Optimization exercise on an open flow, not production practice.
Function not checked: every run shown here.
Clock network not from TritonCTS: every run shown here.
The clock port is an ideal driver here.
Power: default activity.

[flow/design.v]
module sha256_padder #(
    parameter int LEN_W = 19
) (
    input  logic         Clk,
    input  logic         Reset,
    input  logic [7:0]   InData,
    input  logic         InValid,
    input  logic         InLast,
    output logic         InReady,
    output logic [511:0] Chunk,
    output logic         ChunkValid,
    output logic         ChunkLast,
    input  logic         ChunkReady
);
    localparam int WR     = 0;   
    localparam int TOX    = 1;   
    localparam int CMT    = 2;   
    localparam int PAD    = 3;   
    localparam int P2W    = 4;   
    localparam int PADFIT = 5;   
    function automatic logic [5:0] ctl(input logic iv, input logic cv, input logic pend2,
                                 input logic xv, input logic xl, input logic il,
                                 input logic [7:1] ht, input logic [7:1] lt);
        logic c0, c1, fits, r_free, cmt, wr, pad;
        c0         = ~ht[1] & ~lt[1];
        c1         = ~ht[1] & lt[1] & ~lt[2];
        fits       = ~c0 & ~ht[7];                 
        r_free     = ~cv & ~pend2;
        cmt        = xv & xl & r_free;
        wr         = iv & ~c1 & r_free;
        pad        = (wr & il) | cmt;
        ctl[WR]     = wr;
        ctl[TOX]    = iv & ~pend2 & c1 & (~xv | cmt);
        ctl[CMT]    = cmt;
        ctl[PAD]    = pad;
        ctl[P2W]    = pend2 & ~cv;
        ctl[PADFIT] = pad & fits;
    endfunction
    logic [511:0] r_q;           
    logic         cv_q, cv_d;    
    logic         cvo_q;         
    logic         cl_q, cl_d;    
    logic         iv_q, iv_d;    
    logic [7:0]   id_q, id_d;
    logic         il_q, il_d;
    logic         rdy_q, rdy_d;  
    logic         xv_q, xv_d;    
    logic [7:0]   xd_q;
    logic         xl_q, xl_d;
    logic         pend2_q, pend2_d;    
    logic         p2_80_q, p2_80_d;    
    logic [9:0]   hi_q, hi_d;
    logic [7:1]   ht_q, ht_d, lt_q, lt_d;
    logic [5:0]   ctl_q;         
    logic [8:0]   htc, ltc;      
    logic [2:0]   ch, cl;        
    logic         c0, c2;        
    logic         new_chunk, take, cnt_rst;
    logic [5:0]   ctl_d;
    logic [63:0]  lenbits;       
    logic [7:0]   ch1, cl1, ch_lt, cl_le;
    logic [63:0]  sel, above, nxt;    
    logic [63:0]  k, w, s;
    logic [511:0] r_d;
    assign InReady    = rdy_q;
    assign Chunk      = r_q;
    assign ChunkValid = cvo_q;
    assign ChunkLast  = cl_q;
    assign htc     = {1'b0, ht_q, 1'b1};
    assign ltc     = {1'b0, lt_q, 1'b1};
    assign ch      = {ht_q[4], (ht_q[2] & ~ht_q[4]) | ht_q[6],
                      (ht_q[1] & ~ht_q[2]) | (ht_q[3] & ~ht_q[4]) | (ht_q[5] & ~ht_q[6]) | ht_q[7]};
    assign cl      = {lt_q[4], (lt_q[2] & ~lt_q[4]) | lt_q[6],
                      (lt_q[1] & ~lt_q[2]) | (lt_q[3] & ~lt_q[4]) | (lt_q[5] & ~lt_q[6]) | lt_q[7]};
    assign c0      = ~ht_q[1] & ~lt_q[1];
    assign c2      = ~ht_q[1] & lt_q[2] & ~lt_q[3];
    assign lenbits = {45'b0, hi_q, ch, cl, 3'b000};
    always_comb begin
        for (int j = 0; j < 8; j++) begin
            ch1[j]   = htc[j] & ~htc[j + 1];
            cl1[j]   = ltc[j] & ~ltc[j + 1];
            ch_lt[j] = ~htc[j];
            cl_le[j] = ~ltc[j + 1];
        end
        for (int i = 0; i < 64; i++) begin
            sel[i]   = (i % 8 == 7) ? (ch1[(i / 8 + 1) % 8] & cl1[0]) : (ch1[i / 8] & cl1[i % 8 + 1]);
            nxt[i]   = (i > 0) ? (ch1[i / 8] & cl1[i % 8]) : 1'b0;
            above[i] = ~c0 & (ch_lt[i / 8] | (ch1[i / 8] & cl_le[i % 8]));
        end
    end
    always_comb begin
        w[0] = (ctl_q[WR] & c2) | ctl_q[CMT];
        k[0] = ~(w[0] | ctl_q[P2W]);
        s[0] = ctl_q[P2W] & p2_80_q;
    end
    for (genvar i = 1; i < 64; i++) begin : g_ctl
        sha256_padder_lanectl u_ctl (
            .wr(ctl_q[WR]), .pad(ctl_q[PAD]), .p2w(ctl_q[P2W]),
            .sel(sel[i]), .above(above[i]), .nxt(nxt[i]),
            .w(w[i]), .k(k[i]), .s(s[i])
        );
    end
    for (genvar i = 0; i < 56; i++) begin : g_lane
        for (genvar b = 0; b < 7; b++) begin : g_bit
            sha256_padder_cell u_cell (
                .q(r_q[511 - 8*i - 7 + b]), .k(k[i]), .w(w[i]),
                .d((i == 0) ? xd_q[b] : id_q[b]),
                .y(r_d[511 - 8*i - 7 + b])
            );
        end
        sha256_padder_cell7 u_cell7 (
            .q(r_q[511 - 8*i]), .k(k[i]), .w(w[i]), .d((i == 0) ? xd_q[7] : id_q[7]),
            .s(s[i]), .y(r_d[511 - 8*i])
        );
    end
    always_comb begin
        for (int i = 56; i < 64; i++) begin
            for (int b = 0; b < 8; b++) begin
                r_d[511 - 8*i - 7 + b] =
                    (r_q[511 - 8*i - 7 + b] & k[i]) |
                    (w[i] & id_q[b]) |
                    ((b == 7) ? s[i] : 1'b0) |
                    ((ctl_q[PADFIT] | ctl_q[P2W]) & lenbits[8*(63-i) + b]);
            end
        end
    end
    always_comb begin
        iv_d    = rdy_q ? InValid : iv_q;
        id_d    = rdy_q ? InData : id_q;
        il_d    = rdy_q ? InLast : il_q;
        xv_d    = ctl_q[TOX] | (xv_q & ~ctl_q[WR] & ~ctl_q[CMT]);
        xl_d    = ctl_q[TOX] ? il_q : xl_q;
        new_chunk = (ctl_q[WR] & (il_q | c0)) | ctl_q[CMT] | ctl_q[P2W];
        cv_d    = new_chunk | (cv_q & ~ChunkReady);
        cl_d    = new_chunk ? (ctl_q[P2W] | ctl_q[PADFIT]) : cl_q;
        pend2_d = ~ctl_q[P2W] & (pend2_q | (ctl_q[PAD] & ~ctl_q[PADFIT]));
        p2_80_d = (ctl_q[PAD] & ~ctl_q[PADFIT]) ? c0 : p2_80_q;
        take    = (ctl_q[TOX] | ctl_q[WR]) & ~il_q;
        cnt_rst = ctl_q[PADFIT] | ctl_q[P2W];
        hi_d    = hi_q;
        ht_d    = ht_q;
        lt_d    = lt_q;
        if (cnt_rst) begin
            hi_d = '0;
            ht_d = '0;
            lt_d = take ? 7'd3 : 7'd1;
        end else if (take) begin
            lt_d = lt_q[7] ? 7'd0 : {lt_q[6:1], 1'b1};
            if (lt_q[7]) begin
                ht_d = ht_q[7] ? 7'd0 : {ht_q[6:1], 1'b1};
                if (ht_q[7]) hi_d = hi_q + 10'd1;
            end
        end
        ctl_d = ctl(iv_d, cv_d, pend2_d, xv_d, xl_d, il_d, ht_d, lt_d);
        rdy_d = ~iv_d | ctl_d[TOX] | ctl_d[WR];
    end
    always_ff @(posedge Clk) begin
        r_q  <= r_d;
        id_q <= id_d;
        il_q <= il_d;
        if (ctl_q[TOX]) xd_q <= id_q;
        xl_q <= xl_d;
    end
    always_ff @(posedge Clk or negedge Reset) begin
        if (!Reset) begin
            cv_q    <= 1'b0;
            cvo_q   <= 1'b0;
            cl_q    <= 1'b0;
            iv_q    <= 1'b0;
            rdy_q   <= 1'b0;     
            xv_q    <= 1'b0;
            pend2_q <= 1'b0;
            p2_80_q <= 1'b0;
            hi_q    <= '0;
            ht_q    <= '0;
            lt_q    <= 7'd1;
            ctl_q   <= '0;
        end else begin
            cv_q    <= cv_d;
            cvo_q   <= new_chunk | (cvo_q & ~ChunkReady);
            cl_q    <= cl_d;
            iv_q    <= iv_d;
            rdy_q   <= rdy_d;
            xv_q    <= xv_d;
            pend2_q <= pend2_d;
            p2_80_q <= p2_80_d;
            hi_q    <= hi_d;
            ht_q    <= ht_d;
            lt_q    <= lt_d;
            ctl_q   <= ctl_d;
        end
    end
endmodule
module sha256_padder_cell (
    input  logic q,
    input  logic k,
    input  logic w,
    input  logic d,
    output logic y
);
    assign y = (q & k) | (w & d);
endmodule
module sha256_padder_cell7 (
    input  logic q,
    input  logic k,
    input  logic w,
    input  logic d,
    input  logic s,
    output logic y
);
    assign y = (q & k) | (w & d) | s;
endmodule
module sha256_padder_lanectl (
    input  logic wr,       
    input  logic pad,      
    input  logic p2w,      
    input  logic sel,
    input  logic above,
    input  logic nxt,      
    output logic w,
    output logic k,
    output logic s
);
    assign w = wr & sel;
    assign k = ~((wr & sel) | (pad & above) | p2w);
    assign s = pad & nxt;
endmodule
[flow/flow/run.sh]
#!/bin/bash
# Standard ORFS layout with these changes: the port buffers use a small buffer cell, and the
# clock tree is a two-level tree built by flow/cts_pre.tcl (ORFS's PRE_CTS_TCL hook) in place
# of TritonCTS. Each ORFS step's full log is in orfs/logs/...; make's output is in flow.log.
set -euo pipefail
export BUFFER_PORTS_ARGS="-buffer_cell sky130_fd_sc_hd__buf_1"
export PRE_CTS_TCL="$PWD/flow/cts_pre.tcl"
bash standard.sh > flow.log 2>&1
[flow/flow/cts_pre.tcl]
# Two-level clock tree, built in place of TritonCTS: the flip-flops are clustered by location
# (k-means), each cluster gets a leaf buffer at its centre; the leaf buffers are grouped the
# same way, and each group gets a root buffer at its centre, driven by the clock port.
proc my_two_level_cts {} {
  set block [ord::get_db_block]
  set db [ord::get_db]
  set leaf_master [$db findMaster $::my_cts_leaf]
  set root_master [$db findMaster sky130_fd_sc_hd__clkbuf_16]
  set clk_port [$block findBTerm $::my_cts_port]
  set clk_net [$clk_port getNet]
  set sinks {}
  set xs {}
  set ys {}
  foreach it [$clk_net getITerms] {
    set inst [$it getInst]
    set box [$inst getBBox]
    lappend sinks $it
    lappend xs [expr {([$box xMin] + [$box xMax]) / 2.0}]
    lappend ys [expr {([$box yMin] + [$box yMax]) / 2.0}]
  }
  set n [llength $sinks]
  set k [expr {int(ceil(double($n) / $::my_cts_size))}]
  # initial centres: sinks sorted by x then split into k groups, each group's mean
  set order [lsort -real -indices $xs]
  set cx {}
  set cy {}
  for {set c 0} {$c < $k} {incr c} {
    set lo [expr {$c * $n / $k}]
    set hi [expr {($c + 1) * $n / $k}]
    set sx 0.0; set sy 0.0
    for {set i $lo} {$i < $hi} {incr i} {
      set j [lindex $order $i]
      set sx [expr {$sx + [lindex $xs $j]}]
      set sy [expr {$sy + [lindex $ys $j]}]
    }
    lappend cx [expr {$sx / ($hi - $lo)}]
    lappend cy [expr {$sy / ($hi - $lo)}]
  }
  # k-means with a soft size limit: a sink goes to the nearest centre with room
  set cap [expr {int(ceil($n * 1.25 / $k))}]
  for {set iter 0} {$iter < 30} {incr iter} {
    set cnt [lrepeat $k 0]
    set assign {}
    for {set i 0} {$i < $n} {incr i} {
      set x [lindex $xs $i]; set y [lindex $ys $i]
      set ds {}
      for {set c 0} {$c < $k} {incr c} {
        lappend ds [expr {abs($x - [lindex $cx $c]) + abs($y - [lindex $cy $c])}]
      }
      set best -1
      foreach c [lsort -real -indices $ds] {
        if {[lindex $cnt $c] < $cap} { set best $c; break }
      }
      lset cnt $best [expr {[lindex $cnt $best] + 1}]
      lappend assign $best
    }
    set sx [lrepeat $k 0.0]; set sy [lrepeat $k 0.0]
    for {set i 0} {$i < $n} {incr i} {
      set c [lindex $assign $i]
      lset sx $c [expr {[lindex $sx $c] + [lindex $xs $i]}]
      lset sy $c [expr {[lindex $sy $c] + [lindex $ys $i]}]
    }
    for {set c 0} {$c < $k} {incr c} {
      if {[lindex $cnt $c] > 0} {
        lset cx $c [expr {[lindex $sx $c] / [lindex $cnt $c]}]
        lset cy $c [expr {[lindex $sy $c] / [lindex $cnt $c]}]
      }
    }
  }
  puts "my_cts: $n sinks in $k clusters of [lsort -integer $cnt]"
  # leaves grouped into r groups by k-means on their centres; one root buffer per group
  set r $::my_cts_roots
  set rorder [lsort -real -indices $cx]
  set rx {}; set ry {}
  for {set g 0} {$g < $r} {incr g} {
    set j [lindex $rorder [expr {int(($g + 0.5) * $k / $r)}]]
    lappend rx [lindex $cx $j]; lappend ry [lindex $cy $j]
  }
  for {set iter 0} {$iter < 30} {incr iter} {
    set rassign {}
    set gx [lrepeat $r 0.0]; set gy [lrepeat $r 0.0]; set gn [lrepeat $r 0]
    for {set c 0} {$c < $k} {incr c} {
      set ds {}
      for {set g 0} {$g < $r} {incr g} {
        lappend ds [expr {abs([lindex $cx $c] - [lindex $rx $g]) + abs([lindex $cy $c] - [lindex $ry $g])}]
      }
      set g [lindex [lsort -real -indices $ds] 0]
      lappend rassign $g
      lset gx $g [expr {[lindex $gx $g] + [lindex $cx $c]}]
      lset gy $g [expr {[lindex $gy $g] + [lindex $cy $c]}]
      lset gn $g [expr {[lindex $gn $g] + 1}]
    }
    for {set g 0} {$g < $r} {incr g} {
      if {[lindex $gn $g] > 0} {
        lset rx $g [expr {[lindex $gx $g] / [lindex $gn $g]}]
        lset ry $g [expr {[lindex $gy $g] / [lindex $gn $g]}]
      }
    }
  }
  puts "my_cts: leaves per root [lsort -integer $gn]"
  set root_nets {}
  set roots {}
  for {set g 0} {$g < $r} {incr g} {
    set root [odb::dbInst_create $block $root_master clkbuf_root_${g}_Clk]
    $root setLocation [expr {int([lindex $rx $g])}] [expr {int([lindex $ry $g])}]
    $root setPlacementStatus PLACED
    set root_net [odb::dbNet_create $block clknet_root_${g}_Clk]
    $root_net setSigType CLOCK
    [$root findITerm X] connect $root_net
    lappend root_nets $root_net
    lappend roots $root
  }
  set leaves {}
  for {set c 0} {$c < $k} {incr c} {
    set leaf [odb::dbInst_create $block $leaf_master clkbuf_leaf_${c}_Clk]
    $leaf setLocation [expr {int([lindex $cx $c])}] [expr {int([lindex $cy $c])}]
    $leaf setPlacementStatus PLACED
    set net [odb::dbNet_create $block clknet_leaf_${c}_Clk]
    $net setSigType CLOCK
    [$leaf findITerm X] connect $net
    [$leaf findITerm A] connect [lindex $root_nets [lindex $rassign $c]]
    lappend leaves $net
  }
  for {set i 0} {$i < $n} {incr i} {
    set it [lindex $sinks $i]
    $it disconnect
    $it connect [lindex $leaves [lindex $assign $i]]
  }
  foreach root $roots { [$root findITerm A] connect $clk_net }
  $clk_net setSigType CLOCK
}

# ORFS's cts.tcl sources this before its clock_tree_synthesis call: build the tree here and
# make that call do nothing. The rest of cts.tcl (legalisation, timing repair) then runs as usual.
set ::my_cts_leaf  sky130_fd_sc_hd__clkbuf_16
set ::my_cts_port  Clk
set ::my_cts_size  20
set ::my_cts_roots 4
my_two_level_cts
set_propagated_clock [all_clocks]
rename clock_tree_synthesis {}
proc clock_tree_synthesis {args} {
  puts "clock_tree_synthesis skipped: the clock tree was built by cts_pre.tcl"
}
[flow/standard.sh]
#!/bin/bash
# synth_recipe.tcl (not shown) runs the flow's synth.tcl, then flattens the netlist and writes it again
# the make line also repeats each setting of config.mk as NAME=value (left out here)
make -C /OpenROAD-flow-scripts/flow DESIGN_CONFIG=/design/flow/config.mk WORK_HOME=/design/flow/orfs CLKGATE_MAP_FILE= SYNTH_SCRIPT=/design/flow/synth_recipe.tcl "${@:-finish}"
[flow/config.mk]
export PLATFORM = sky130hd
export DESIGN_NAME = sha256_padder
export DESIGN_NICKNAME = sha256_padder
export VERILOG_FILES = /design/flow/design.v
export SDC_FILE = /design/flow/constraint.sdc
export NUM_CORES = 4
export LEC_CHECK = 0
export CAP_MARGIN = 20
export CORE_MARGIN = 2
export CORE_UTILIZATION = 50
export SETUP_SLACK_MARGIN = 2.55
export SLEW_MARGIN = 60
export SYNTH_HIERARCHICAL = 1
export SYNTH_MINIMUM_KEEP_SIZE = 0
[flow/constraint.sdc]
create_clock -name core_clock -period 4.5 [get_ports {Clk}]
set_input_delay 0.9000 -clock core_clock [delete_from_list [all_inputs] [get_ports {Clk}]]
set_output_delay 0.9000 -clock core_clock [all_outputs]
set_load 0.01 [all_outputs]
==> results of run 1 <==
[per-module statistics from Yosys, one instance, submodules excluded]
module	cell area, sq um	flip-flops and latches	cells	copies in the design
sha256_padder	14000	568	993	1
sha256_padder_lanectl	28.8	0	3	63
sha256_padder_cell7	10.0	0	1	56
sha256_padder_cell	8.76	0	1	392
[cells in the final DEF (no fill, tap or decap), drive strengths merged, types with 2 or more instances in the layout]
cell type	count
a211oi	2
a21o	2
a21oi	50
a221o	62
a221oi	65
a222oi	13
a22o	434
and2	128
and3	6
buf	639
clkbuf	37
clkdlybuf4s15	13
clkdlybuf4s18	5
clkinvlp	2
dfrtp	37
dfxtp	514
edfxtp	16
inv	26
mux2	5
nand2	24
nand2b	11
nand3	5
nand4	4
nor2	103
nor2b	2
nor3	4
nor3b	8
o21a	5
o21ai	15
o21bai	2
or2	2
xnor2	7
xor2	2
[sequential cells by signal, indices dropped and copies added, names as in the netlist, 6 cells and up]
signal	flops
r_q	512
hi_q	10
id_q	8
xd_q	8
ht_q	7
lt_q	7
ctl_q	6
[layout make-up]
type / instances / area, sq um
fillers: 3300 / 14000
flip-flops and latches: 568 / 11800
multi-input cells: 974 / 8310
repair buffers: 661 / 3200
plain buffers: 33 / 826
well taps: 518 / 648
inverters: 28 / 118
[power groups by stage]
stage	clock network, mW	logic [mW]	registers, mW
after floorplan	0	1.11	5.86
after global placement	0	2.29	5.61
after detailed placement	0	2.69	5.59
after CTS	2.87	2.98	5.39
after global routing	3.06	3.40	5.38
final	2.86	3.24	5.37
[metrics by stage]
step / setup slack [ns] / instance area (sq um) / util (%)
2_1_floorplan: 2.07 / 19900 / -
3_3_place_gp: 1.59 / 22400 / 57.7
4_1_cts: 2.47 / 24500 / 62.9
3_5_place_dp: 1.48 / 23100 / 59.4
5_1_grt: 2.43 / 24900 / 63.9
6_report: 2.48 / 24900 / 63.9
[worst max-delay path: stages (launching register included)]
cell and delay (ns):
dfstp_4 0.50, buf_4 0.21, or4_1 0.52, o21a_2 0.25
a41o_1 0.27, a21boi_1 0.14
[logic make-up (layout without fill, tap and decap cells)]
logic type               Yosys count  after routing  share of synthesized area, %
AO/OA/AOI/OAI                    658            658                          30.2
flip-flops                       568            568                          59.1
AND/OR/NAND/NOR                  300            300                          8.27
buffers and inverters             88            722                          1.68
XOR/XNOR                           9              9                         0.397
multiplexers                       6              6                         0.334
adder cells (fa/ha/maj)            1              1                        0.0630
[layer usage]
| metal | vias to the layer above | GRT usage, % | wire length (um) |
|---|---|---|---|
| met5 | - | 0 | 0 |
| met4 | 0 | 9.54 | 2400 |
| met3 | 117 | 5.37 | 5320 |
| met2 | 744 | 52.9 | 32400 |
| met1 | 8406 | 43.2 | 29900 |
| li1 | 7634 | - | - |
[worst min path at each step]
stage / end / slack (ns) / cells past startpoint
after floorplan: r_q[504] / 0.43 / 1
after global placement: r_q[506] / 0.44 / 1
after detailed placement: r_q[507] / 0.45 / 1
after CTS: r_q[507] / 0.47 / 1
after global routing: hi_q[3] / 0.44 / 1
final: hi_q[3] / 0.43 / 1
[repair_timing]
item | in CTS | in global routing
pin swaps | 11 | 16
setup buffers | 39 | 26
resized for setup | 54 | 41
endpoints found under the setup margin | 519 | 292
==> summary.txt, run 1 <==
outcome complete, no violations; Yosys warning count 7; Yosys cell types 50; end point of the critical path ctl_q[5]; Port Buffers 527; count leader, synth dfxtp_1; slew margin rel. 62.9%; Placed Cells 2680; Yosys top cell by area dfxtp_1; die area 41300 sq um; Lkg Pwr 9.53 nW; CP Data Required Time 4.72 ns; Psw 3.85 mW; drt wl/cell 25.2 um; DP HPWL 47900 um; P per Cell Area 461 nW/um^2; final WL 70000 um; top post-synthesis cells by area dfxtp_1, a22o_1, a221oi_2; Pins Over Slew Limit 0; Tcrit/Tclk final 44.8%; core region area 38900 sq um; RePlAce Congestion 0.817; drt drc 0; syn nets 1644; Post-CTS Hold Fix Bufs 0; CP Max Fanout 11; Clk pin slew, worst setup/hold paths 0.10 ns; CP Capture Type register; Global Route Usage Sum 32.0%; DR vias/cell 6.08; fmax 0.496 GHz; Comb pwr share 28.3%; Mapped Area 19800 sq um; post-synth top area share 51.8%; post-synthesis sequential area ratio 59.1%; Pwr Total 11.5 mW; RSZ-0062 raised after global routing yes; min-delay worst type in -> async; layout cell share with drive strength beyond 1 16.1%; Worst Reg-to-Reg Cells 5; fin cells 2782; post-route minimum period 2.02 ns; Final Skew 0.0381 ns; asr flop ratio synth 6.69%; area grow syn2layout 25.3%; top post-synthesis cells by count dfxtp_1, a22o_1, nor2_1; R2R Path End ctl_q[5]; Reg power frac 46.8%; largest net degree at the start of global routing 67; CP arrival 2.23 ns; critical path class reg -> reg; Internal 7.62 mW; max_cap viols 0; Synth Register Bits 568; vias in the first global route 16199; first-pass GRT wire length 104000 um; worst hold slack 0.425 ns; CP Launch Type register; grt total ovfl 0; Die W 203 um; clock share of power 24.9%; Vias 16901; initial drt markers 1413; Final nets 2280; R2R setup slack 2.48 ns; total I/O pin count 528; peak supply drop 0.000514 V; sw frac 33.6%; drt first pass iters 5; ys flop type dfxtp_1; Worst-Margin Slew 0.557 ns; setup TNS 0 ns; Mean Syn Cell Area 12.2 sq um; die height 203 um; worst reg2reg path startpoint lt_q[1]; Critical Path Start lt_q[1]; Cells after Synth 1630; Starting Density 51.0%; Post-synth EDFFs 16; initial antenna violation count 0; final setup fails 0; ANT nets after route 0; num rows 72; latest clock arrival within the worst-skew pair 0.38 ns; ANT cells 0; Final Hold Vio Count 0
==> inputs of run 2 (changes only) <==
--- a/flow/design.v
+++ b/flow/design.v
@@ -20,10 +20,7 @@
     localparam int PADFIT = 5;   
     function automatic logic [5:0] ctl(input logic iv, input logic cv, input logic pend2,
-                                 input logic xv, input logic xl, input logic il,
-                                 input logic [7:1] ht, input logic [7:1] lt);
-        logic c0, c1, fits, r_free, cmt, wr, pad;
-        c0         = ~ht[1] & ~lt[1];
-        c1         = ~ht[1] & lt[1] & ~lt[2];
-        fits       = ~c0 & ~ht[7];                 
+                                       input logic xv, input logic xl, input logic il,
+                                       input logic c1, input logic fits);
+        logic r_free, cmt, wr, pad;
         r_free     = ~cv & ~pend2;
         cmt        = xv & xl & r_free;
@@ -52,4 +49,5 @@
     logic [9:0]   hi_q, hi_d;
     logic [7:1]   ht_q, ht_d, lt_q, lt_d;
+    logic [7:0]   ch1_q, ch1_d, cl1_q, cl1_d;  
     logic [5:0]   ctl_q;         
     logic [8:0]   htc, ltc;      
@@ -59,5 +57,5 @@
     logic [5:0]   ctl_d;
     logic [63:0]  lenbits;       
-    logic [7:0]   ch1, cl1, ch_lt, cl_le;
+    logic [7:0]   ch_lt, cl_le;
     logic [63:0]  sel, above, nxt;    
     logic [63:0]  k, w, s;
@@ -73,31 +71,24 @@
     assign cl      = {lt_q[4], (lt_q[2] & ~lt_q[4]) | lt_q[6],
                       (lt_q[1] & ~lt_q[2]) | (lt_q[3] & ~lt_q[4]) | (lt_q[5] & ~lt_q[6]) | lt_q[7]};
-    assign c0      = ~ht_q[1] & ~lt_q[1];
-    assign c2      = ~ht_q[1] & lt_q[2] & ~lt_q[3];
+    assign c0      = ch1_q[0] & cl1_q[0];
+    assign c2      = ch1_q[0] & cl1_q[2];
     assign lenbits = {45'b0, hi_q, ch, cl, 3'b000};
     always_comb begin
         for (int j = 0; j < 8; j++) begin
-            ch1[j]   = htc[j] & ~htc[j + 1];
-            cl1[j]   = ltc[j] & ~ltc[j + 1];
             ch_lt[j] = ~htc[j];
             cl_le[j] = ~ltc[j + 1];
         end
         for (int i = 0; i < 64; i++) begin
-            sel[i]   = (i % 8 == 7) ? (ch1[(i / 8 + 1) % 8] & cl1[0]) : (ch1[i / 8] & cl1[i % 8 + 1]);
-            nxt[i]   = (i > 0) ? (ch1[i / 8] & cl1[i % 8]) : 1'b0;
-            above[i] = ~c0 & (ch_lt[i / 8] | (ch1[i / 8] & cl_le[i % 8]));
-        end
-    end
-    always_comb begin
+            sel[i]   = (i % 8 == 7) ? (ch1_q[(i / 8 + 1) % 8] & cl1_q[0])
+                                    : (ch1_q[i / 8] & cl1_q[i % 8 + 1]);
+            nxt[i]   = (i > 0) ? (ch1_q[i / 8] & cl1_q[i % 8]) : 1'b0;
+            above[i] = ~c0 & (ch_lt[i / 8] | (ch1_q[i / 8] & cl_le[i % 8]));
+        end
+    end
+    always_comb begin
+        w    = {64{ctl_q[WR]}} & sel;
         w[0] = (ctl_q[WR] & c2) | ctl_q[CMT];
-        k[0] = ~(w[0] | ctl_q[P2W]);
-        s[0] = ctl_q[P2W] & p2_80_q;
-    end
-    for (genvar i = 1; i < 64; i++) begin : g_ctl
-        sha256_padder_lanectl u_ctl (
-            .wr(ctl_q[WR]), .pad(ctl_q[PAD]), .p2w(ctl_q[P2W]),
-            .sel(sel[i]), .above(above[i]), .nxt(nxt[i]),
-            .w(w[i]), .k(k[i]), .s(s[i])
-        );
+        k    = ~(w | ({64{ctl_q[PAD]}} & above) | {64{ctl_q[P2W]}});
+        s    = ({64{ctl_q[PAD]}} & nxt) | {63'b0, ctl_q[P2W] & p2_80_q};   
     end
     for (genvar i = 0; i < 56; i++) begin : g_lane
@@ -141,16 +132,23 @@
         ht_d    = ht_q;
         lt_d    = lt_q;
+        ch1_d   = ch1_q;
+        cl1_d   = cl1_q;
         if (cnt_rst) begin
             hi_d = '0;
             ht_d = '0;
             lt_d = take ? 7'd3 : 7'd1;
+            ch1_d = 8'd1;
+            cl1_d = take ? 8'd4 : 8'd2;
         end else if (take) begin
-            lt_d = lt_q[7] ? 7'd0 : {lt_q[6:1], 1'b1};
+            lt_d  = lt_q[7] ? 7'd0 : {lt_q[6:1], 1'b1};
+            cl1_d = {cl1_q[6:0], cl1_q[7]};
             if (lt_q[7]) begin
-                ht_d = ht_q[7] ? 7'd0 : {ht_q[6:1], 1'b1};
+                ht_d  = ht_q[7] ? 7'd0 : {ht_q[6:1], 1'b1};
+                ch1_d = {ch1_q[6:0], ch1_q[7]};
                 if (ht_q[7]) hi_d = hi_q + 10'd1;
             end
         end
-        ctl_d = ctl(iv_d, cv_d, pend2_d, xv_d, xl_d, il_d, ht_d, lt_d);
+        ctl_d = ctl(iv_d, cv_d, pend2_d, xv_d, xl_d, il_d, ch1_d[0] & cl1_d[1],
+                    ~(ch1_d[0] & cl1_d[0]) & ~ht_d[7]);
         rdy_d = ~iv_d | ctl_d[TOX] | ctl_d[WR];
     end
@@ -161,4 +159,6 @@
         if (ctl_q[TOX]) xd_q <= id_q;
         xl_q <= xl_d;
+        cl_q    <= cl_d;
+        p2_80_q <= p2_80_d;
     end
     always_ff @(posedge Clk or negedge Reset) begin
@@ -166,26 +166,26 @@
             cv_q    <= 1'b0;
             cvo_q   <= 1'b0;
-            cl_q    <= 1'b0;
             iv_q    <= 1'b0;
             rdy_q   <= 1'b0;     
             xv_q    <= 1'b0;
             pend2_q <= 1'b0;
-            p2_80_q <= 1'b0;
             hi_q    <= '0;
             ht_q    <= '0;
             lt_q    <= 7'd1;
+            ch1_q   <= 8'd1;
+            cl1_q   <= 8'd2;
             ctl_q   <= '0;
         end else begin
             cv_q    <= cv_d;
             cvo_q   <= new_chunk | (cvo_q & ~ChunkReady);
-            cl_q    <= cl_d;
             iv_q    <= iv_d;
             rdy_q   <= rdy_d;
             xv_q    <= xv_d;
             pend2_q <= pend2_d;
-            p2_80_q <= p2_80_d;
             hi_q    <= hi_d;
             ht_q    <= ht_d;
             lt_q    <= lt_d;
+            ch1_q   <= ch1_d;
+            cl1_q   <= cl1_d;
             ctl_q   <= ctl_d;
         end
@@ -211,17 +211,2 @@
     assign y = (q & k) | (w & d) | s;
 endmodule
-module sha256_padder_lanectl (
-    input  logic wr,       
-    input  logic pad,      
-    input  logic p2w,      
-    input  logic sel,
-    input  logic above,
-    input  logic nxt,      
-    output logic w,
-    output logic k,
-    output logic s
-);
-    assign w = wr & sel;
-    assign k = ~((wr & sel) | (pad & above) | p2w);
-    assign s = pad & nxt;
-endmodule
--- a/flow/flow/cts_pre.tcl
+++ b/flow/flow/cts_pre.tcl
@@ -77,4 +77,5 @@
     lappend rx [lindex $cx $j]; lappend ry [lindex $cy $j]
   }
+  set rcap [expr {int(ceil(double($k) / $r))}]
   for {set iter 0} {$iter < 30} {incr iter} {
     set rassign {}
@@ -85,5 +86,8 @@
         lappend ds [expr {abs([lindex $cx $c] - [lindex $rx $g]) + abs([lindex $cy $c] - [lindex $ry $g])}]
       }
-      set g [lindex [lsort -real -indices $ds] 0]
+      set g -1
+      foreach gg [lsort -real -indices $ds] {
+        if {[lindex $gn $gg] < $rcap} { set g $gg; break }
+      }
       lappend rassign $g
       lset gx $g [expr {[lindex $gx $g] + [lindex $cx $c]}]
@@ -133,7 +137,7 @@
 # ORFS's cts.tcl sources this before its clock_tree_synthesis call: build the tree here and
 # make that call do nothing. The rest of cts.tcl (legalisation, timing repair) then runs as usual.
-set ::my_cts_leaf  sky130_fd_sc_hd__clkbuf_16
+set ::my_cts_leaf  sky130_fd_sc_hd__clkbuf_8
 set ::my_cts_port  Clk
-set ::my_cts_size  20
+set ::my_cts_size  14
 set ::my_cts_roots 4
 my_two_level_cts
--- a/flow/config.mk
+++ b/flow/config.mk
@@ -9,6 +9,6 @@
 export CORE_MARGIN = 2
 export CORE_UTILIZATION = 50
-export SETUP_SLACK_MARGIN = 2.55
-export SLEW_MARGIN = 60
+export SETUP_SLACK_MARGIN = 2.45
+export SLEW_MARGIN = 20
 export SYNTH_HIERARCHICAL = 1
 export SYNTH_MINIMUM_KEEP_SIZE = 0
==> run 2 against run 1 <==
Still clean. Via count about the same. Clock skew up 0.027 ns. First-iteration DRC count down 7.2%. Critical path type unchanged. Largest cell class unchanged. Largest power group unchanged. Highest routed layer unchanged.
==> summary.txt, run 2 <==
ANT nets after route 0; Final Hold Vio Count 0; CP max-delay cell dfstp_2; min-delay worst type in -> async; sw frac 34.2%; post-route minimum period 2.04 ns; layout cell share with drive strength beyond 1 10.5%; top post-synthesis cells by count dfxtp_1, a22o_1, and3_1; max_cap viols 0; ANT cells 0; outcome complete, no violations; asr flop ratio synth 8.90%; Psw 3.81 mW; peak supply drop 0.000625 V; initial antenna violation count 0; top post-synthesis cells by area dfxtp_1, a22o_1, dfrtp_1; Most flops, register r_q; Port Buffers 527; drt drc 0; DP HPWL 45600 um; Reg power frac 50.7%; Yosys top cell by area dfxtp_1; Tcrit/Tclk final 45.3%; number of flip-flops in the largest register 512; Vias 16896; CP Capture Type register; Final nets 2215; Post-CTS Hold Fix Bufs 0; latest clock arrival within the worst-skew pair 0.39 ns; post-synth top area share 52.2%; largest net degree at the start of global routing 66; die area 41000 sq um; critical path class reg -> reg; RSZ-0062 raised after global routing no; Worst-Margin Slew 1.12 ns; Mapped Area 19700 sq um; post-synthesis sequential area ratio 61.5%; area grow syn2layout 23.2%; count leader, synth dfxtp_1; setup TNS 0 ns; syn nets 1652; final WL 71500 um; RePlAce Congestion 0.842; first-pass GRT wire length 105000 um; commonest non-fill, non-tap cell in the layout buf_1; Post-synth EDFFs 18; ys flop type dfxtp_1; core region area 38800 sq um; Filler Cells Inserted 3341; Starting Density 50.8%; grt total ovfl 0; drt first pass iters 5; slowest stage delay, CP 0.89 ns; worst-path cell chain and3_1, nor3_4, buf_12, a221o_1; Final Skew 0.0653 ns; DR vias/cell 6.22; total I/O pin count 528; Internal 7.35 mW; initial drt markers 1311; final setup fails 0; CP Launch Type register; fmax 0.490 GHz; Comb pwr share 26.4%; CP Max Fanout 18; Pins Over Slew Limit 0; CP Data Required Time 4.76 ns; DP Area 22200 sq um; CP arrival 2.30 ns; vias in the first global route 16028; biggest regs r_q (512), hi_q (10); most frequent cells in the layout buf_1, dfxtp_1, a22o_1; clock share of power 22.9%; post-route design area 24300 sq um; Global Route Usage Sum 32.9%; Yosys warning count 7; slew margin rel. 25.1%; P per Cell Area 460 nW/um^2; Synth Register Bits 584; num rows 72; Mean Syn Cell Area 12.0 sq um; Die W 203 um; Yosys cell types 59; drt wl/cell 26.3 um; Clk pin slew, worst setup/hold paths 0.08 ns; Cells after Synth 1638; Lkg Pwr 9.78 nW; die height 203 um
## run 2: per-layer routing
layer | vias to the layer above | track usage (%) | part of all wire (%)
li1 | 7445 | - | -
met1 | 8466 | 44.7 | 41
met2 | 818 | 52.7 | 46
met3 | 167 | 6.07 | 8.4
met4 | 0 | 12.1 | 4.5
met5 | - | 0 | 0
## run 2: final timing paths
kind / startpoint / end / slack [ns] / cells after the start
worst max-delay path: cl1_q[1] / r_q[63] / 2.46 / 4
worst min-delay path: Reset / hi_q[9] / 0.34 / 1
worst max register to register: cl1_q[1] / r_q[63] / 2.46 / 4
worst min register to register: xd_q[6] / r_q[510] / 0.43 / 1
max in group asynchronous: Reset / ctl_q[4] / 3.29 / 2
min in group core_clock: xd_q[6] / r_q[510] / 0.43 / 1
## run 2: logic make-up (layout without fill, tap and decap cells)
| kind of cell | after synthesis | in the layout | synth area share [%] |
|---|---|---|---|
| AO/OA/AOI/OAI | 638 | 638 | 27.5 |
| flip-flops | 584 | 584 | 61.5 |
| AND/OR/NAND/NOR | 304 | 304 | 8.36 |
| buffers and inverters | 99 | 660 | 1.98 |
| XOR/XNOR | 8 | 8 | 0.355 |
| multiplexers | 4 | 4 | 0.222 |
| adder cells (fa/ha/maj) | 1 | 1 | 0.0634 |
## run 2: what timing repair did
action / CTS / global route
gates resized for setup: 112 / 57
endpoints found under the setup margin: 548 / 467
gates cloned: 0 / 1
pin swaps: 2 / 16
setup buffers: 13 / 33
## run 2: layout make-up
| class | count | area (sq um) | area share, % |
|---|---|---|---|
| multi-input cells | 955 | 8000 | 32.9 |
| inverters | 16 | 62.6 | 0.258 |
| flip-flops and latches | 584 | 12200 | 50.1 |
| plain buffers | 46 | 678 | 2.79 |
| well taps | 518 | 648 | 2.67 |
| repair buffers | 598 | 2740 | 11.3 |
## run 2: per-module statistics from Yosys, one instance, submodules excluded
module / cell area (sq um) / flip-flops and latches / copies in the design / cells inside
sha256_padder_cell7: 10.0 / 0 / 56 / 1
sha256_padder_cell: 8.76 / 0 / 392 / 1
sha256_padder: 15700 / 584 / 1 / 1190
## run 2: worst max-delay path, delay by kind of cell, from the launching register on
kind / cells / cell delay [ns]
AND/OR/NAND/NOR: 2 / 0.59
flip-flops: 1 / 0.89
buffers and inverters: 1 / 0.15
AO/OA/AOI/OAI: 1 / 0.28
## run 2: power by group through the flow
| stage | Sequential [mW] | Combinational (mW) | Clock (mW) |
|---|---|---|---|
| after floorplan | 5.83 | 1.15 | 0 |
| after global placement | 5.81 | 2.07 | 0 |
| after detailed placement | 5.82 | 2.09 | 0 |
| after CTS | 5.65 | 2.51 | 2.59 |
| after global routing | 5.68 | 3.11 | 2.77 |
| final | 5.66 | 2.95 | 2.55 |
## run 2: per-stage QoR
step / power [mW] / util (%) / hold slack (ns) / worst slack, ns / instances
after floorplan: 6.98 / - / 0.432 / 2.57 / 1638
after global routing: 11.6 / 62.6 / 0.341 / 2.43 / 2717
after CTS: 10.8 / 60.8 / 0.333 / 2.29 / 2683
after detailed placement: 7.91 / 57.2 / 0.441 / 1.82 / 2624
after global placement: 7.88 / 57.2 / 0.437 / 1.87 / 2624
final: 11.2 / 62.6 / 0.342 / 2.46 / 2717
==> inputs of run 3 (changes only) <==
--- a/flow/flow/cts_pre.tcl
+++ b/flow/flow/cts_pre.tcl
@@ -137,7 +137,7 @@
 # ORFS's cts.tcl sources this before its clock_tree_synthesis call: build the tree here and
 # make that call do nothing. The rest of cts.tcl (legalisation, timing repair) then runs as usual.
-set ::my_cts_leaf  sky130_fd_sc_hd__clkbuf_8
+set ::my_cts_leaf  sky130_fd_sc_hd__clkbuf_16
 set ::my_cts_port  Clk
-set ::my_cts_size  14
+set ::my_cts_size  20
 set ::my_cts_roots 4
 my_two_level_cts
==> run 3 against run 2 <==
Core utilization is 0.30 points higher. Sequential power hardly changed. Cell area is 0.47% higher. Clock power is 15% higher. First-iteration DRC count is 6.3% higher. Total power is 3.0% higher. Sequential cell count stayed put. Critical path type unchanged. Worst hold slack worse by 0.0061 ns.
==> summary.txt, run 3 <==
outcome complete, no violations; Starting Density 50.8%; asr flop ratio synth 8.90%; first-pass GRT wire length 105000 um; syn nets 1652; R2R setup slack 2.43 ns; Yosys warning count 7; core region area 38800 sq um; RSZ-0062 raised after global routing yes; initial drt markers 1394; top post-synthesis cells by area dfxtp_1, a22o_1, dfrtp_1; Worst-Margin Slew 1.12 ns; die height 203 um; Port Buffers 527; ANT cells 0; Synth Register Bits 584; DP Area 22200 sq um; Pins Over Slew Limit 0; grt total ovfl 0; Final nets 2207; CP Max Fanout 8; latest clock arrival within the worst-skew pair 0.38 ns; count leader, synth dfxtp_1; Yosys cell types 59; post-synth top area share 52.2%; vias in the first global route 15835; most frequent cells in the layout buf_1, dfxtp_1, a22o_1; Tcrit/Tclk final 46.0%; drt drc 0; Yosys top cell by area dfxtp_1; Critical Path Start ch1_q[0]; biggest regs r_q (512), hi_q (10); top post-synthesis cells by count dfxtp_1, a22o_1, and3_1; largest net degree at the start of global routing 66; Die W 203 um; Lkg Pwr 9.83 nW; drt first pass iters 6; DR vias/cell 6.23; CP Capture Type register; ys flop type dfxtp_1; die area 41000 sq um; Global Route Usage Sum 33.0%; Final Skew 0.0302 ns; CP arrival 2.32 ns; RePlAce Congestion 0.842; area grow syn2layout 23.8%; post-route minimum period 2.07 ns; P per Cell Area 471 nW/um^2; Post-CTS Hold Fix Bufs 0; total I/O pin count 528; setup TNS 0 ns; Mean Syn Cell Area 12.0 sq um; post-route design area 24400 sq um; final WL 71700 um; Vias 16866; fmax 0.483 GHz; Mapped Area 19700 sq um; initial antenna violation count 1; min-delay worst type in -> async; critical path class reg -> reg; ANT nets after route 0; CP Data Required Time 4.75 ns; layout cell share with drive strength beyond 1 10.0%; Pwr Total 11.5 mW; final setup fails 0; Clk pin slew, worst setup/hold paths 0.08 ns; Final Hold Vio Count 0; Most flops, register r_q; num rows 72; slew margin rel. 25.3%; Post-synth EDFFs 18; max_cap viols 0; post-synthesis sequential area ratio 61.5%; peak supply drop 0.000691 V; commonest non-fill, non-tap cell in the layout buf_1; number of flip-flops in the largest register 512; drt wl/cell 26.5 um; Cells after Synth 1638; DP HPWL 45600 um; CP Launch Type register; worst reg2reg path startpoint ch1_q[0]
run 3: cell counts after synthesis:
No cell type changed its count.
run 3: modules after synthesis, one instance, submodules excluded:
module               flops+latches  cells inside
sha256_padder_cell               0             1
sha256_padder_cell7              0             1
sha256_padder                  584          1190
run 3: cell type report:
type | instances | area (sq um)
fill | 3322 | 14400
sequential | 584 | 12200
multi-input combinational | 955 | 7970
timing repair buffer | 602 | 2710
buffer | 34 | 851
tap | 518 | 648
inverter | 16 | 62.6
run 3: worst paths after layout:
kind	endpoint	cells past startpoint
worst max register to register	r_q[143]	7
max in group asynchronous	ctl_q[4]	2
worst min-delay path	hi_q[9]	1
worst max-delay path	r_q[143]	7
min in group core_clock	r_q[509]	1
worst min register to register	r_q[509]	1
run 3: kinds of logic (layout without fill, tap and decap cells):
| kind of cell | after synthesis | count (layout) | synth area share (%) |
|---|---|---|---|
| fa+ha+maj | 1 | 1 | 0.0634 |
| simple gates | 304 | 304 | 8.36 |
| xor+xnor | 8 | 8 | 0.355 |
| buf+inv | 99 | 652 | 1.98 |
| mux | 4 | 4 | 0.222 |
| compound gates | 638 | 638 | 27.5 |
| flops | 584 | 584 | 61.5 |
run 3: what timing repair did:
| action | CTS | global route |
|---|---|---|
| buffers inserted | 18 | 32 |
| cloned | 0 | 1 |
| resized for setup | 131 | 26 |
| pin swaps | 4 | 10 |
| endpoints found under the setup margin | 548 | 441 |
run 3: routing by layer:
metal / vias up / global-route usage [%] / share of wire, %
li1: 7435 / - / -
met1: 8479 / 45.1 / 42
met2: 798 / 53.4 / 46
met3: 152 / 5.63 / 8.2
met4: 2 / 10.9 / 4.1
met5: - / 0 / 0.025
run 3: critical path: stages (launching register included):
cell,delay [ns]
dfstp_4,0.49
a21bo_4,0.28
buf_4,0.17
a21oi_4,0.28
buf_4,0.19
a211oi_4,0.05
buf_4,0.17
a221o_1,0.32
run 3: through the flow:
step / worst slack (ns) / hold WS (ns) / util [%] / instances
floorplan: 2.57 / 0.432 / - / 1638
global placement: 1.87 / 0.437 / 57.2 / 2624
detailed placement: 1.82 / 0.441 / 57.2 / 2624
CTS: 2.28 / 0.327 / 61.7 / 2676
global route: 2.39 / 0.325 / 62.9 / 2709
finish: 2.43 / 0.336 / 62.9 / 2709
run 3: where the power goes:
group	internal [mW]	total [mW]	leakage [nW]	switching, mW
logic	0.921	2.92	4.42	1.99
registers	5.39	5.66	4.99	0.266
clock network	1.35	2.92	0.419	1.57
total	7.67	11.5	9.83	3.83
==> inputs of run 4 (changes only) <==
--- a/flow/design.v
+++ b/flow/design.v
@@ -47,15 +47,13 @@
     logic         pend2_q, pend2_d;    
     logic         p2_80_q, p2_80_d;    
-    logic [9:0]   hi_q, hi_d;
-    logic [7:1]   ht_q, ht_d, lt_q, lt_d;
-    logic [7:0]   ch1_q, ch1_d, cl1_q, cl1_d;  
+    logic [15:0]  cnt_q, cnt_d;
+    logic [7:1]   qht_q, qht_d, qlt_q, qlt_d;
     logic [5:0]   ctl_q;         
-    logic [8:0]   htc, ltc;      
-    logic [2:0]   ch, cl;        
+    logic [8:0]   qhc, qlc;      
+    logic [7:0]   qh1, ql1;      
     logic         c0, c2;        
     logic         new_chunk, take, cnt_rst;
     logic [5:0]   ctl_d;
     logic [63:0]  lenbits;       
-    logic [7:0]   ch_lt, cl_le;
     logic [63:0]  sel, above, nxt;    
     logic [63:0]  k, w, s;
@@ -65,23 +63,19 @@
     assign ChunkValid = cvo_q;
     assign ChunkLast  = cl_q;
-    assign htc     = {1'b0, ht_q, 1'b1};
-    assign ltc     = {1'b0, lt_q, 1'b1};
-    assign ch      = {ht_q[4], (ht_q[2] & ~ht_q[4]) | ht_q[6],
-                      (ht_q[1] & ~ht_q[2]) | (ht_q[3] & ~ht_q[4]) | (ht_q[5] & ~ht_q[6]) | ht_q[7]};
-    assign cl      = {lt_q[4], (lt_q[2] & ~lt_q[4]) | lt_q[6],
-                      (lt_q[1] & ~lt_q[2]) | (lt_q[3] & ~lt_q[4]) | (lt_q[5] & ~lt_q[6]) | lt_q[7]};
-    assign c0      = ch1_q[0] & cl1_q[0];
-    assign c2      = ch1_q[0] & cl1_q[2];
-    assign lenbits = {45'b0, hi_q, ch, cl, 3'b000};
+    assign qhc     = {1'b0, qht_q, 1'b1};
+    assign qlc     = {1'b0, qlt_q, 1'b1};
+    assign c0      = qht_q[7] & qlt_q[7];
+    assign c2      = ~qht_q[1] & qlt_q[1] & ~qlt_q[2];
+    assign lenbits = {45'b0, cnt_q, 3'b000};
     always_comb begin
         for (int j = 0; j < 8; j++) begin
-            ch_lt[j] = ~htc[j];
-            cl_le[j] = ~ltc[j + 1];
+            qh1[j] = qhc[j] & ~qhc[j + 1];
+            ql1[j] = qlc[j] & ~qlc[j + 1];
         end
         for (int i = 0; i < 64; i++) begin
-            sel[i]   = (i % 8 == 7) ? (ch1_q[(i / 8 + 1) % 8] & cl1_q[0])
-                                    : (ch1_q[i / 8] & cl1_q[i % 8 + 1]);
-            nxt[i]   = (i > 0) ? (ch1_q[i / 8] & cl1_q[i % 8]) : 1'b0;
-            above[i] = ~c0 & (ch_lt[i / 8] | (ch1_q[i / 8] & cl_le[i % 8]));
+            sel[i]   = qh1[i / 8] & ql1[i % 8];
+            nxt[i]   = (i == 0) ? 1'b0 :
+                       (i % 8 == 0) ? (qh1[i / 8 - 1] & ql1[7]) : (qh1[i / 8] & ql1[i % 8 - 1]);
+            above[i] = ~qhc[i / 8] | (qh1[i / 8] & ~qlc[i % 8]);
         end
     end
@@ -129,26 +123,18 @@
         take    = (ctl_q[TOX] | ctl_q[WR]) & ~il_q;
         cnt_rst = ctl_q[PADFIT] | ctl_q[P2W];
-        hi_d    = hi_q;
-        ht_d    = ht_q;
-        lt_d    = lt_q;
-        ch1_d   = ch1_q;
-        cl1_d   = cl1_q;
+        cnt_d   = cnt_q;
+        qht_d   = qht_q;
+        qlt_d   = qlt_q;
         if (cnt_rst) begin
-            hi_d = '0;
-            ht_d = '0;
-            lt_d = take ? 7'd3 : 7'd1;
-            ch1_d = 8'd1;
-            cl1_d = take ? 8'd4 : 8'd2;
+            cnt_d = take ? 16'd2 : 16'd1;
+            qht_d = '0;
+            qlt_d = take ? 7'd1 : 7'd0;
         end else if (take) begin
-            lt_d  = lt_q[7] ? 7'd0 : {lt_q[6:1], 1'b1};
-            cl1_d = {cl1_q[6:0], cl1_q[7]};
-            if (lt_q[7]) begin
-                ht_d  = ht_q[7] ? 7'd0 : {ht_q[6:1], 1'b1};
-                ch1_d = {ch1_q[6:0], ch1_q[7]};
-                if (ht_q[7]) hi_d = hi_q + 10'd1;
-            end
+            cnt_d = cnt_q + 16'd1;
+            qlt_d = qlt_q[7] ? 7'd0 : {qlt_q[6:1], 1'b1};
+            if (qlt_q[7]) qht_d = qht_q[7] ? 7'd0 : {qht_q[6:1], 1'b1};
         end
-        ctl_d = ctl(iv_d, cv_d, pend2_d, xv_d, xl_d, il_d, ch1_d[0] & cl1_d[1],
-                    ~(ch1_d[0] & cl1_d[0]) & ~ht_d[7]);
+        ctl_d = ctl(iv_d, cv_d, pend2_d, xv_d, xl_d, il_d, ~qht_d[1] & ~qlt_d[1],
+                    ~qht_d[7] & ~(qht_d[6] & qlt_d[7]));
         rdy_d = ~iv_d | ctl_d[TOX] | ctl_d[WR];
     end
@@ -170,9 +156,7 @@
             xv_q    <= 1'b0;
             pend2_q <= 1'b0;
-            hi_q    <= '0;
-            ht_q    <= '0;
-            lt_q    <= 7'd1;
-            ch1_q   <= 8'd1;
-            cl1_q   <= 8'd2;
+            cnt_q   <= 16'd1;
+            qht_q   <= '0;
+            qlt_q   <= '0;
             ctl_q   <= '0;
         end else begin
@@ -183,9 +167,7 @@
             xv_q    <= xv_d;
             pend2_q <= pend2_d;
-            hi_q    <= hi_d;
-            ht_q    <= ht_d;
-            lt_q    <= lt_d;
-            ch1_q   <= ch1_d;
-            cl1_q   <= cl1_d;
+            cnt_q   <= cnt_d;
+            qht_q   <= qht_d;
+            qlt_q   <= qlt_d;
             ctl_q   <= ctl_d;
         end
==> run 4 against run 3 <==
Routed wire length fell by 6.5%. Cell area decreased by 4.0%. Global-route usage is 1.0 points lower. Setup slack got worse by 0.0018 ns. Core utilization down 0.34 points. Clock power down 2%. Largest cell class unchanged. Largest power group unchanged. Highest routed layer is now met4.
==> summary.txt, run 4 <==
min-delay worst type reg -> reg; RePlAce Congestion 0.826; slew margin rel. 25.1%; Final Skew 0.0431 ns; Mean Syn Cell Area 12.0 sq um; initial drt markers 1234; fmax 0.482 GHz; drt first pass iters 5; Yosys warning count 7; RSZ-0062 raised after global routing yes; Worst Reg-to-Reg Cells 5; commonest non-fill, non-tap cell in the layout buf_1; Die W 199 um; DR vias/cell 5.99; core region area 37500 sq um; ANT cells 0; drt wl/cell 25.2 um; Clk pin slew, worst setup/hold paths 0.09 ns; P per Cell Area 480 nW/um^2; drt drc 0; count leader, synth dfxtp_1; Global Route Usage Sum 32.0%; number of flip-flops in the largest register 512; Reg power frac 48.9%; peak supply drop 0.000758 V; Starting Density 50.5%; top post-synthesis cells by count dfxtp_1, a22o_1, nor2_1; top post-synthesis cells by area dfxtp_1, a22o_1, dfrtp_1; layout cell share with drive strength beyond 1 12.5%; total I/O pin count 528; post-route minimum period 2.07 ns; Synth Register Bits 574; post-synth top area share 54.3%; outcome complete, no violations; asr flop ratio synth 7.32%; Cells after Synth 1580; DP HPWL 45500 um; latest clock arrival within the worst-skew pair 0.37 ns; Post-synth EDFFs 18; Comb pwr share 25.7%; Lkg Pwr 8.86 nW; Vias 15944; final setup fails 0; CP arrival 2.31 ns; syn nets 1594; grt total ovfl 0; Pins Over Slew Limit 0; post-synthesis sequential area ratio 62.7%; first-pass GRT wire length 97000 um; CP Data Required Time 4.74 ns; Most flops, register r_q; biggest regs r_q (512), cnt_q (16); most frequent cells in the layout buf_1, dfxtp_1, a22o_1; Yosys top cell by area dfxtp_1; initial antenna violation count 0; ys flop type dfxtp_1; largest net degree at the start of global routing 65; area grow syn2layout 23.8%; Final Hold Vio Count 0; CP Launch Type register; final WL 67000 um; Yosys cell types 51; die area 39400 sq um; Port Buffers 527; num rows 71; Worst-Margin Slew 1.12 ns; Psw 3.87 mW; max_cap viols 0; CP Max Fanout 14; Internal 7.39 mW; Mapped Area 18900 sq um; critical path class reg -> reg; hold path cells 1; ANT nets after route 0; Final nets 2168; Pwr Total 11.3 mW; Tcrit/Tclk final 46.1%; vias in the first global route 14674; CP Capture Type register; die height 199 um; Post-CTS Hold Fix Bufs 0; clock share of power 25.4%; sw frac 34.3%; setup TNS 0 ns
run 4: cell types whose count changed in the layout (fill, tap and decap cells not counted), sizes merged, moves of 19 or more:
cell / previous run / this run
a211oi: 44 / 5
and3: 128 / 6
nand2b: 4 / 29
nor2: 31 / 193
a21oi: 47 / 19
o21ai: 7 / 47
nand2: 85 / 27
nor2b: 1 / 20
run 4: final timing paths:
path / from / to / slack (ns)
setup reg to reg: qlt_q[7] / r_q[463] / 2.43
max in group asynchronous: Reset / ctl_q[0] / 3.42
hold / removal: xd_q[3] / r_q[507] / 0.45
hold reg to reg: xd_q[3] / r_q[507] / 0.45
setup / recovery: qlt_q[7] / r_q[463] / 2.43
min in group asynchronous: Reset / cnt_q[8] / 0.61
run 4: cells by family after synthesis:
group           after synthesis  share of synthesized area, %
simple gates                319                          8.04
fa+ha+maj                     1                        0.0661
mux                           3                         0.178
xor+xnor                     13                         0.601
compound gates              597                          26.8
buf+inv                      73                          1.55
flops                       574                          62.7
run 4: per-stage QoR:
stage	cell area [sq um]	hold WS, ns	setup slack [ns]	utilization [%]	instances
6_report	23400	0.453	2.43	62.5	2663
4_1_cts	23000	0.446	2.37	61.3	2632
2_1_floorplan	18900	0.432	2.50	-	1580
5_1_grt	23400	0.464	2.33	62.5	2663
3_3_place_gp	21500	0.439	1.80	57.5	2593
3_5_place_dp	21500	0.438	1.77	57.5	2593
run 4: Yosys stat by module (local to each module, per instance):
module               flops+latches  times used  area, sq um  cells
sha256_padder_cell7              0          56         10.0      1
sha256_padder_cell               0         392         8.76      1
sha256_padder                  574           1        14900   1132
run 4: final cells by class:
cell class	instances	area (sq um)
timing repair buffer	588	2510
sequential	574	11900
fill	3235	14100
inverter	24	93.8
buffer	33	826
tap	511	639
multi-input combinational	933	7480
run 4: repair_timing:
item,CTS,global route
endpoints found under the setup margin,502,365
resized for setup,178,55
setup buffers,6,31
pin swaps,7,24
run 4: worst max-delay path: stages (launching register included):
cell	delay (ns)
dfrtp_2	0.54
nand2b_2	0.34
buf_6	0.23
nor2_2	0.39
nor3_4	0.13
a221o_1	0.32
run 4: power groups by stage:
stage	logic (mW)	clock network, mW	registers (mW)
after CTS	2.66	2.89	5.50
after floorplan	1.27	0	5.76
after global routing	3.06	3.06	5.53
after detailed placement	2.45	0	5.61
after global placement	2.42	0	5.60
final	2.89	2.86	5.51
run 4: per-layer routing:
layer	up-vias	routed length [um]	share of wire (%)	GRT usage (%)
met4	0	2430	3.6	10.0
met2	653	31900	48	53.5
li1	7191	-	-	-
met3	116	5110	7.6	6.19
met5	-	0	0	0
met1	7984	27600	41	41.8
==> inputs of run 5 (changes only) <==
--- a/flow/flow/cts_pre.tcl
+++ b/flow/flow/cts_pre.tcl
@@ -77,5 +77,4 @@
     lappend rx [lindex $cx $j]; lappend ry [lindex $cy $j]
   }
-  set rcap [expr {int(ceil(double($k) / $r))}]
   for {set iter 0} {$iter < 30} {incr iter} {
     set rassign {}
@@ -86,8 +85,5 @@
         lappend ds [expr {abs([lindex $cx $c] - [lindex $rx $g]) + abs([lindex $cy $c] - [lindex $ry $g])}]
       }
-      set g -1
-      foreach gg [lsort -real -indices $ds] {
-        if {[lindex $gn $gg] < $rcap} { set g $gg; break }
-      }
+      set g [lindex [lsort -real -indices $ds] 0]
       lappend rassign $g
       lset gx $g [expr {[lindex $gx $g] + [lindex $cx $c]}]
==> run 5 against run 4 <==
Total power increased by 0.32%. Still clean. Sequential share of layout area decreased by 0.10 points. Sequential cell count unchanged. Setup slack got worse by 0.027 ns. Largest cell class unchanged.
==> summary.txt, run 5 <==
DP Area 21500 sq um; top post-synthesis cells by count dfxtp_1, a22o_1, nor2_1; initial antenna violation count 0; commonest non-fill, non-tap cell in the layout buf_1; post-synthesis sequential area ratio 62.7%; outcome complete, no violations; area grow syn2layout 24.0%; Tcrit/Tclk final 46.7%; Worst-Margin Slew 1.14 ns; post-route design area 23500 sq um; Lkg Pwr 8.88 nW; Starting Density 50.5%; ys flop type dfxtp_1; asr flop ratio synth 7.32%; Final Skew 0.0422 ns; setup TNS 0 ns; R2R setup slack 2.40 ns; Post-synth EDFFs 18; worst path bufs/invs 0; top post-synthesis cells by area dfxtp_1, a22o_1, dfrtp_1; critical path class reg -> reg; Yosys top cell by area dfxtp_1; Clk pin slew, worst setup/hold paths 0.08 ns; drt first pass iters 5; Worst path depth 5; Cells after Synth 1580; vias in the first global route 14684; slew margin rel. 24.1%; final setup fails 0; Yosys cell types 51; Final nets 2169; Port Buffers 527; die height 199 um; Mean Syn Cell Area 12.0 sq um; worst-path cell chain nor2b_1, nand2_2, nor2_4, nor2_2, a221o_1; Global Route Usage Sum 32.0%; latest clock arrival within the worst-skew pair 0.37 ns; Pins Over Slew Limit 0; Mapped Area 18900 sq um; drt drc 0; end point of the critical path r_q[151]; ANT cells 0; CP Data Required Time 4.76 ns; R2R Path End r_q[151]; core region area 37500 sq um; count leader, synth dfxtp_1; P per Cell Area 481 nW/um^2; CP Launch Type register; Most flops, register r_q; worst reg2reg path startpoint qht_q[5]; RSZ-0062 raised after global routing yes; Critical Path Start qht_q[5]; num rows 71; CP arrival 2.36 ns; first-pass GRT wire length 97200 um; peak supply drop 0.000765 V; CP Capture Type register; fmax 0.476 GHz; biggest regs r_q (512), cnt_q (16); layout cell share with drive strength beyond 1 12.5%; Die W 199 um; Yosys warning count 7; die area 39400 sq um; syn nets 1594; min-delay worst type reg -> reg; Final Hold Vio Count 0; initial drt markers 1142; DR vias/cell 6.00; CP max-delay cell dfrtp_1; Vias 15989; DP HPWL 45500 um; ANT nets after route 0; drt wl/cell 25.3 um; Synth Register Bits 574; largest net degree at the start of global routing 65; number of flip-flops in the largest register 512; grt total ovfl 0; CP Max Fanout 11; Post-CTS Hold Fix Bufs 0; post-route minimum period 2.10 ns; Crit path max-delay family simple AND/OR/NAND/NOR gates; max_cap viols 0; RePlAce Congestion 0.826; most frequent cells in the layout buf_1, dfxtp_1, a22o_1; final WL 67300 um; Worst Reg-to-Reg Cells 5; post-synth top area share 54.3%; slowest stage delay, CP 0.56 ns; total I/O pin count 528; Filler Cells Inserted 3245
-- run 5: cell families (layout without fill, tap and decap cells) --
family | count (synthesis) | after routing | share of synthesized area, %
adders and majority gates | 1 | 1 | 0.0661
DFF | 574 | 574 | 62.7
muxes | 3 | 3 | 0.178
buffers and inverters | 73 | 646 | 1.55
AOI/OAI and AO/OA | 597 | 597 | 26.8
and+or+nand+nor | 319 | 319 | 8.04
xor gates and xnor gates | 13 | 13 | 0.601
-- run 5: power by group --
group          leakage [nW]  switching [mW]  internal [mW]  total (mW)
clock                 0.407            1.55           1.31        2.86
combinational          3.60            2.14          0.783        2.93
sequential             4.87           0.194           5.31        5.51
-- run 5: metal layers --
metal / GRT usage (%) / vias to the layer above / share of wire, %
met1: 41.8 / 7948 / 41
met5: 0 / - / 0
li1: - / 7198 / -
met4: 9.87 / 0 / 4.0
met3: 6.10 / 140 / 8.0
met2: 53.8 / 703 / 47
-- run 5: final cells by class --
cell class	count	area, sq um	share of cell area [%]
well taps	511	639	2.72
repair buffers	589	2520	10.7
multi-input cells	933	7500	32.0
plain buffers	33	826	3.52
flip-flops and latches	574	11900	50.7
inverters	24	93.8	0.400
-- run 5: how the worst min path moves through the flow --
stage | slack (ns) | from | depth (start not counted) | endpoint
5_1_grt | 0.46 | xd_q[2] | 1 | r_q[506]
3_5_place_dp | 0.44 | xd_q[1] | 1 | r_q[505]
6_report | 0.45 | xd_q[4] | 1 | r_q[508]
3_3_place_gp | 0.44 | xd_q[6] | 1 | r_q[510]
2_1_floorplan | 0.43 | xd_q[0] | 1 | r_q[504]
4_1_cts | 0.45 | xd_q[2] | 1 | r_q[506]
-- run 5: modules after synthesis, one instance, submodules excluded --
module / copies in the design / cells inside / flops+latches / area, sq um
sha256_padder: 1 / 1132 / 574 / 14900
sha256_padder_cell7: 56 / 1 / 0 / 10.0
sha256_padder_cell: 392 / 1 / 0 / 8.76
-- run 5: what timing repair did --
item                                    CTS  global route
endpoints found under the setup margin  503           383
pin swaps                                 6            25
hold endpoints to repair                  0             0
resized for setup                       170            68
setup buffers                             5            33
-- run 5: through the flow --
stage | util, % | power (mW) | worst slack [ns] | cells | hold slack (ns)
2_1_floorplan | - | 7.03 | 2.50 | 1580 | 0.432
3_3_place_gp | 57.5 | 8.02 | 1.80 | 2593 | 0.439
3_5_place_dp | 57.5 | 8.06 | 1.77 | 2593 | 0.438
4_1_cts | 61.2 | 11.0 | 2.38 | 2631 | 0.446
5_1_grt | 62.6 | 11.7 | 2.28 | 2664 | 0.464
6_report | 62.6 | 11.3 | 2.40 | 2664 | 0.451
==> inputs of run 6 (changes only) <==
--- a/flow/flow/cts_pre.tcl
+++ b/flow/flow/cts_pre.tcl
@@ -77,4 +77,5 @@
     lappend rx [lindex $cx $j]; lappend ry [lindex $cy $j]
   }
+  set rcap [expr {int(ceil(double($k) / $r))}]
   for {set iter 0} {$iter < 30} {incr iter} {
     set rassign {}
@@ -85,5 +86,8 @@
         lappend ds [expr {abs([lindex $cx $c] - [lindex $rx $g]) + abs([lindex $cy $c] - [lindex $ry $g])}]
       }
-      set g [lindex [lsort -real -indices $ds] 0]
+      set g -1
+      foreach gg [lsort -real -indices $ds] {
+        if {[lindex $gn $gg] < $rcap} { set g $gg; break }
+      }
       lappend rassign $g
       lset gx $g [expr {[lindex $gx $g] + [lindex $cx $c]}]
--- a/flow/config.mk
+++ b/flow/config.mk
@@ -9,6 +9,7 @@
 export CORE_MARGIN = 2
 export CORE_UTILIZATION = 50
-export SETUP_SLACK_MARGIN = 2.45
+export SETUP_SLACK_MARGIN = 2.6
 export SLEW_MARGIN = 20
 export SYNTH_HIERARCHICAL = 1
 export SYNTH_MINIMUM_KEEP_SIZE = 0
+export TNS_END_PERCENT = 10
==> run 6 against run 5 <==
Still clean. Synthesized cell count did not move. Clock skew fell by 0.0044 ns. Critical path depth rose by 1. Sequential share of layout area fell by 0.25 points. Setup slack improved by 0.10 ns. Critical endpoint is now r_q[79]. Largest cell class unchanged.
==> summary.txt, run 6 <==
Mapped Area 18900 sq um; syn nets 1594; number of flip-flops in the largest register 512; slowest stage delay, CP 0.47 ns; Yosys top cell by area dfxtp_1; initial antenna violation count 0; Cells after Synth 1580; Mean Syn Cell Area 12.0 sq um; fmax 0.501 GHz; biggest regs r_q (512), cnt_q (16); top post-synthesis cells by area dfxtp_1, a22o_1, dfrtp_1; hold endpoint r_q[508]; total I/O pin count 528; Tcrit/Tclk final 44.4%; CP dominant cell by count buf_4; Clk pin slew, worst setup/hold paths 0.09 ns; CP Max Fanout 20; Synth Register Bits 574; area of the multi-input gates 7560 sq um; CP Capture Type register; grt total ovfl 0; R2R Path End r_q[79]; hold path cells 1; R2R setup slack 2.50 ns; initial drt markers 1062; Post-synth EDFFs 18; worst reg2reg path startpoint qht_q[7]; final setup margin 2.50 ns; ANT nets after route 0; largest net degree at the start of global routing 65; Yosys cell types 51; Most flops, register r_q; Crit path max-delay family compound AO/OA/AOI/OAI gates; first-pass GRT wire length 97500 um; Vias 15952; count leader, synth dfxtp_1; Die W 199 um; Lkg Pwr 8.94 nW; Global Route Usage Sum 32.1%; die area 39400 sq um; drt wl/cell 25.2 um; post-synthesis sequential area ratio 62.7%; CP max-delay cell o21ai_0; most frequent cells in the layout buf_1, dfxtp_1, a22o_1; Port Buffers 527; worst path bufs/invs 2; max_cap viols 0; drt drc 0; dpl ws 1.77 ns; Pins Over Slew Limit 0; critical path class reg -> reg; Starting Density 50.5%; Worst-Margin Slew 1.12 ns; asr flop ratio synth 7.32%; register area 11900 sq um; RePlAce Congestion 0.826; RSZ-0062 raised after global routing yes; CP Data Required Time 4.78 ns; core region area 37500 sq um; area grow syn2layout 24.6%; worst-path cell chain buf_4, nand2b_1, o21ai_0, nor2_2, buf_4, a221o_1; ANT cells 0; slew margin rel. 25.4%; layout cell share with drive strength beyond 1 13.1%; Worst Reg-to-Reg Cells 6; drt first pass iters 7; post-synth top area share 54.3%; min-delay worst type reg -> reg; Yosys warning count 7; Final nets 2177; top post-synthesis cells by count dfxtp_1, a22o_1, nor2_1; vias in the first global route 14790; peak supply drop 0.000761 V; outcome complete, no violations; commonest non-fill, non-tap cell in the layout buf_1; Final Hold Vio Count 0; DR vias/cell 5.97; post-route minimum period 2.00 ns; die height 199 um; CP Launch Type register; num rows 71; setup TNS 0 ns; CP arrival 2.27 ns; latest clock arrival within the worst-skew pair 0.37 ns; hold path startpoint xd_q[4]; Final Skew 0.0378 ns; final WL 67400 um; DP HPWL 45500 um; P per Cell Area 481 nW/um^2; Filler Cells Inserted 3228; ys flop type dfxtp_1; final setup fails 0
[run 6: how the worst max path moves through the flow]
stage	startpoint	end	cells after the start
6_report	qht_q[7]	r_q[79]	6
5_1_grt	qht_q[6]	r_q[103]	5
4_1_cts	qht_q[7]	ctl_q[5]	6
3_5_place_dp	qlt_q[5]	r_q[287]	5
3_3_place_gp	qlt_q[5]	r_q[287]	5
2_1_floorplan	ctl_q[0]	r_q[391]	7
[run 6: where the power goes]
group | internal (mW) | switching (mW) | leakage, nW
sequential | 5.31 | 0.183 | 4.86
combinational | 0.827 | 2.18 | 3.67
clock | 1.31 | 1.54 | 0.407
[run 6: layout make-up]
cell class,count,share of cell area (%)
tap,511,2.71
sequential,574,50.4
buffer,33,3.50
multi-input combinational,933,32.0
timing repair buffer,597,11.0
inverter,24,0.398
[run 6: per-module statistics from Yosys, one instance, submodules excluded]
module | times used | flops+latches
sha256_padder | 1 | 574
sha256_padder_cell7 | 56 | 0
sha256_padder_cell | 392 | 0
[run 6: per-layer routing]
metal | global-route usage, % | vias up | wire length [um]
met5 | 0 | - | 0
met4 | 10.6 | 0 | 2600
li1 | - | 7202 | -
met2 | 53.7 | 679 | 31900
met3 | 6.15 | 124 | 5210
met1 | 42.0 | 7947 | 27700
[run 6: logic make-up (layout without fill, tap and decap cells)]
kind of cell	Yosys count	count (layout)	synth area share, %
fa+ha+maj	1	1	0.0661
buf+inv	73	654	1.55
simple gates	319	319	8.04
compound gates	597	597	26.8
flops	574	574	62.7
mux	3	3	0.178
xor+xnor	13	13	0.601
[run 6: metrics by stage]
stage	hold slack, ns	utilization, %	cells	power [mW]	area [sq um]
4_1_cts	0.446	61.9	2644	11.1	23200
6_report	0.452	63.0	2672	11.4	23600
5_1_grt	0.464	63.0	2672	11.8	23600
3_5_place_dp	0.438	57.5	2593	8.06	21500
3_3_place_gp	0.439	57.5	2593	8.02	21500
2_1_floorplan	0.432	-	1580	7.03	18900
[run 6: timing repair]
| item | 4_1_cts | 5_1_grt |
|---|---|---|
| hold buffers | 0 | 0 |
| resized for setup | 209 | 49 |
| pin swaps | 10 | 17 |
| setup endpoints to repair | 553 | 487 |
| setup buffers | 18 | 28 |

Setup slack of run 6, layout unchanged: 2.504 ns with ideal ports, 2.393 ns with driving cells assumed (clock clkbuf_16, inputs buf_2), 2.504 ns with port delays also shifted by the 0.476 ns mid clock arrival.
